From an optimization exercise on the open Yosys and OpenROAD flow, aimed at small area; shortcuts taken in it are not production practice.
Function was checked by simulation only, so behaviour that the tests miss may differ from the original.

Setup of the previous run:
## fir_tap_top
module fir_tap_top (
    input  wire         clk_i,
    input  wire         rst_i,
    input  fir_tap_pkg::tap_sample_t sample_i,
    input  fir_tap_pkg::coeff_ctrl_t coeff_ctrl_i,
    input  fir_tap_pkg::acc_t        c_i,
    input  fir_tap_pkg::acc_t        pcin_i,
    output fir_tap_pkg::acc_t        p_o
);
    fir_tap_pkg::acc_t c_aligned;
    fir_tap_pkg::acc_t mac;
    fir_tap_addend_path i_addend_path (
        .clk_i       (clk_i),
        .rst_i       (rst_i),
        .c_i         (c_i),
        .c_aligned_o (c_aligned)
    );
    fir_tap_mult_path i_mult_path (
        .clk_i        (clk_i),
        .rst_i        (rst_i),
        .sample_i     (sample_i),
        .coeff_ctrl_i (coeff_ctrl_i),
        .c_aligned_i  (c_aligned),
        .mac_o        (mac)
    );
    fir_tap_post_adder i_post_adder (
        .clk_i     (clk_i),
        .rst_i     (rst_i),
        .mac_i     (mac),
        .pcin_i    (pcin_i),
        .p_o       (p_o)
    );
endmodule
Size: about 2900 cells after synthesis.
Settings: LEC_CHECK=0, CAP_MARGIN=20, CORE_MARGIN=2, CORE_UTILIZATION=40, SLEW_MARGIN=20; clock period 7.0 ns.
standard.sh (not shown) runs the stock make flow with config.mk's settings and CLKGATE_MAP_FILE= SYNTH_SCRIPT=/design/flow/synth_recipe.tcl, a recipe that flattens the netlist after the stock synthesis.
==> flow/flow/run.sh <==
#!/bin/bash
# Own layout flow: the standard ORFS flow, with
#  - synthesis mapped by ABC for area (flow/abc.script) instead of ORFS's delay script;
#    everything else in synthesis, and so every register, is as in the standard synthesis
#  - port buffers of the smallest buffer cell, and no dummy clock-tree loads.
# Each step's full output is in orfs/logs/; make's own output in flow_*.log here.
set -euo pipefail
W=$(pwd)
F=$W/flow
export MY_ABC_SCRIPT=$F/abc.script
SYNTH="SYNTH_SCRIPT=$F/synth.tcl"
KNOBS=(ABC_AREA=1 ABC_CLOCK_PERIOD_IN_PS=7000
       "BUFFER_PORTS_ARGS=-buffer_cell sky130_fd_sc_hd__buf_1"
       "CTS_ARGS=-sink_clustering_enable -repair_clock_nets -dont_use_dummy_load")
if [[ -f $F/knobs.sh ]]; then source $F/knobs.sh; fi
make -C "$FLOW_HOME" DESIGN_CONFIG="$W/config.mk" WORK_HOME="$W/orfs" CLKGATE_MAP_FILE= \
  "$SYNTH" "${KNOBS[@]}" synth > "$W/flow_synth.log" 2>&1
make -C "$FLOW_HOME" DESIGN_CONFIG="$W/config.mk" WORK_HOME="$W/orfs" CLKGATE_MAP_FILE= \
  "$SYNTH" "${KNOBS[@]}" finish > "$W/flow_finish.log" 2>&1
R=$W/orfs/results/$FLOW_PLATFORM/fir_tap_top/base
: # left out here: write the final layout as DEF
==> flow/flow/abc.script <==
strash; dch; map -a; topo; stime -c
==> flow/flow/synth.tcl <==
proc synth {args} { yosys synth -nofsm -noshare {*}$args }
proc abc {args} {
  set i [lsearch -exact $args -script]
  if {$i >= 0 && [info exists ::env(MY_ABC_SCRIPT)]} {
    set args [lreplace $args [expr {$i + 1}] [expr {$i + 1}] $::env(MY_ABC_SCRIPT)]
  }
  yosys abc {*}$args
}
source $::env(SCRIPTS_DIR)/synth.tcl
# left out here: clear keep_hierarchy, flatten, clean up, hide names made inside functions, write 1_2_yosys.v
In summary, the previous run completed successfully, with a layout that passed the timing, DRC and antenna checks.
Input changes introduced in the current run (baseline for comparison: the previous run):
==> flow/run.sh (new file) <==
#!/bin/bash
# synth_recipe.tcl (not shown) runs the flow's synth.tcl, then flattens the netlist and writes it again
# the make line also repeats each setting of config.mk as NAME=value (left out here)
make -C /OpenROAD-flow-scripts/flow DESIGN_CONFIG=/design/flow/config.mk WORK_HOME=/design/flow/orfs CLKGATE_MAP_FILE= SYNTH_SCRIPT=/design/flow/synth_recipe.tcl finish
removed: flow/flow/run.sh
removed: flow/flow/abc.script
removed: flow/flow/synth.tcl
removed: flow/standard.sh
## What came out
Compared to the previous run, the current run has area of the core region about 18% higher. Pin count of the biggest net entering global routing: the current run higher than the previous run. Most common cell after layout, fill and taps aside: sky130_fd_sc_hd__clkinv_1 -> the previous run, sky130_fd_sc_hd__a21oi_1 -> the current run. Summary of the current run over the previous run: worst-path maximum fanout now smaller; non-clock buffer share of cell area now larger. The previous run ended up with i_mult_path.mac_q[46]$_DFF_P_ as its worst setup path endpoint; the current run ended up with i_mult_path.mac_q[47]$_DFF_P_.

========
Another version of the RTL of fir_tap_top (not shown whole).
Size in the first run: ~1,900 cells after synthesis, ~290 flip-flops, roughly 20,000 um2 of cells after synthesis.
Design fir_tap_top, start of the top module:
module fir_tap_top (
    input  wire         clk_i,
    input  wire         rst_i,
    input  fir_tap_pkg::tap_sample_t sample_i,
    input  fir_tap_pkg::coeff_ctrl_t coeff_ctrl_i,
    input  fir_tap_pkg::acc_t        c_i,
    input  fir_tap_pkg::acc_t        pcin_i,
    output fir_tap_pkg::acc_t        p_o
);
    fir_tap_pkg::acc_t c_aligned;
    fir_tap_pkg::acc_t mac;
    fir_tap_addend_path i_addend_path (
        .clk_i       (clk_i),
        .rst_i       (rst_i),
        .c_i         (c_i),
        .c_aligned_o (c_aligned)
    );
    fir_tap_mult_path i_mult_path (
        .clk_i        (clk_i),
        .rst_i        (rst_i),
        .sample_i     (sample_i),
        .coeff_ctrl_i (coeff_ctrl_i),
        .c_aligned_i  (c_aligned),
        .mac_o        (mac)
    );
    fir_tap_post_adder i_post_adder (
        .clk_i     (clk_i),
        .rst_i     (rst_i),
        .mac_i     (mac),
        .pcin_i    (pcin_i),
        .p_o       (p_o)
    );
endmodule
clock: 7.0 ns
lec_check: 0
cap_margin: 20
core_margin: 2
core_utilization: 40
slew_margin: 20
==> flow/flow/run.sh <==
#!/bin/bash
# Own layout flow: the standard ORFS flow, with
#  - synthesis mapped by ABC for area (flow/abc.script) instead of ORFS's delay script;
#    everything else in synthesis, and so every register, is as in the standard synthesis
#  - port buffers of the smallest buffer cell, and no dummy clock-tree loads.
# Each step's full output is in orfs/logs/; make's own output in flow_*.log here.
set -euo pipefail
W=$(pwd)
F=$W/flow
export MY_ABC_SCRIPT=$F/abc.script
SYNTH="SYNTH_SCRIPT=$F/synth.tcl"
KNOBS=(ABC_AREA=1 ABC_CLOCK_PERIOD_IN_PS=7000
       "BUFFER_PORTS_ARGS=-buffer_cell sky130_fd_sc_hd__buf_1"
       "CTS_ARGS=-sink_clustering_enable -repair_clock_nets -dont_use_dummy_load")
if [[ -f $F/knobs.sh ]]; then source $F/knobs.sh; fi
make -C "$FLOW_HOME" DESIGN_CONFIG="$W/config.mk" WORK_HOME="$W/orfs" CLKGATE_MAP_FILE= \
  "$SYNTH" "${KNOBS[@]}" synth > "$W/flow_synth.log" 2>&1
make -C "$FLOW_HOME" DESIGN_CONFIG="$W/config.mk" WORK_HOME="$W/orfs" CLKGATE_MAP_FILE= \
  "$SYNTH" "${KNOBS[@]}" finish > "$W/flow_finish.log" 2>&1
R=$W/orfs/results/$FLOW_PLATFORM/fir_tap_top/base
: # left out here: write the final layout as DEF
==> flow/flow/abc.script <==
strash; dch; map -a; topo; stime -c
==> flow/flow/knobs.sh <==
KNOBS=(ABC_AREA=1 ABC_CLOCK_PERIOD_IN_PS=7000
       "BUFFER_PORTS_ARGS=-buffer_cell sky130_fd_sc_hd__buf_1"
       "CTS_ARGS=-sink_clustering_enable -repair_clock_nets -dont_use_dummy_load -sink_clustering_size 16 -sink_clustering_max_diameter 60 -buf_list {sky130_fd_sc_hd__clkbuf_8}"
       GPL_TIMING_DRIVEN=0)
==> flow/flow/synth.tcl <==
proc synth {args} { yosys synth -nofsm -noshare -noabc {*}$args }
proc abc {args} {
  set i [lsearch -exact $args -script]
  if {$i >= 0 && [info exists ::env(MY_ABC_SCRIPT)]} {
    set args [lreplace $args [expr {$i + 1}] [expr {$i + 1}] $::env(MY_ABC_SCRIPT)]
  }
  yosys abc {*}$args
}
source $::env(SCRIPTS_DIR)/synth.tcl
# left out here: clear keep_hierarchy, flatten, clean up, hide names made inside functions, write 1_2_yosys.v
The first run completed without violations.
Rerun with:
==> flow/flow/knobs.sh (replaced) <==
KNOBS=(ABC_AREA=1 ABC_CLOCK_PERIOD_IN_PS=7000
       "BUFFER_PORTS_ARGS=-buffer_cell sky130_fd_sc_hd__buf_1"
       "CTS_ARGS=-sink_clustering_enable -repair_clock_nets -dont_use_dummy_load -buf_list {sky130_fd_sc_hd__clkbuf_4 sky130_fd_sc_hd__clkbuf_8}"
       GPL_TIMING_DRIVEN=0)
KNOBS+=(CORE_UTILIZATION=55 REMOVE_ABC_BUFFERS=1)
=> Global-route usage climbs by 6.9 points; die area falls by 27%; final cell count is lower by 6.5%; setup slack is worse by 0.025 ns; via count goes up by 0.73%; synthesized cell count stays the same; non-clock buffer count rises by 2; final area barely changes; count of clock-buffer cells in the layout is higher by 16; synthesized area is unchanged.
Rerun with:
==> flow/flow/knobs.sh (replaced) <==
KNOBS=(ABC_AREA=1 ABC_CLOCK_PERIOD_IN_PS=7000
       "BUFFER_PORTS_ARGS=-buffer_cell sky130_fd_sc_hd__buf_1"
       "CTS_ARGS=-sink_clustering_enable -repair_clock_nets -dont_use_dummy_load -sink_clustering_size 20 -sink_clustering_max_diameter 50 -buf_list {sky130_fd_sc_hd__clkbuf_8}"
       GPL_TIMING_DRIVEN=0)
After rerunning: Global-route usage falls by 6.9 points. Worst setup slack got worse by 0.023 ns. Synthesized area stays the same. First-iteration DRC count decreases by 1.6%. Flip-flop and latch count is unchanged. Hold slack gets better by 0.010 ns. Wire length goes up by 3.5%.
Rerun with:
==> flow/flow/knobs.sh (replaced) <==
KNOBS=(ABC_AREA=1 ABC_CLOCK_PERIOD_IN_PS=7000
       "BUFFER_PORTS_ARGS=-buffer_cell sky130_fd_sc_hd__buf_1"
       "CTS_ARGS=-sink_clustering_enable -repair_clock_nets -dont_use_dummy_load -buf_list {sky130_fd_sc_hd__clkbuf_4 sky130_fd_sc_hd__clkbuf_8}"
       GPL_TIMING_DRIVEN=0)
Clock-buffer cell count came out higher by 13; hold slack gains 0.025 ns; critical path depth stays the same; via count barely changes.

==> static timing again, ports no longer ideal <==
Ports are ideal in the flow. The routed layouts listed here were re-timed in OpenROAD. Step 1: set_driving_cell puts a clkbuf_16 on clk_i and a buf_2 on each other input, an assumption about the parent block. Step 2 times the ports against the registers' clock, not the clock port: input delays grow and output delays shrink by t, the midpoint of the rising clock arrivals with the driver on. a / b / c = no drivers / after step 1 / after step 2; a / b = the first two.
run	shift t [ns]	setup slack, ns	worst register clock-pin slew, ns
the previous run	0.582	0.649 / 0.649 / 0.649	0.06 / 0.06
the current run	0.681	0.352 / 0.352 / 0.352	0.08 / 0.08
the first run of note 2	0.668	0.271 / 0.271 / -0.145	0.10 / 0.10
the second run of note 2	0.639	0.246 / 0.246 / -0.224	0.06 / 0.06
the third run of note 2	0.642	0.223 / 0.223 / -0.046	0.11 / 0.11
the fourth run of note 2	0.646	0.319 / 0.319 / -0.085	0.06 / 0.06
Met with ideal ports but missed after step 2: setup timing in the first run of note 2, the second run of note 2, the third run of note 2 and the fourth run of note 2. For the second run of note 2, which loses most, drivers alone change the setup slack by 0.000 ns; drivers and shift together by -0.470 ns.
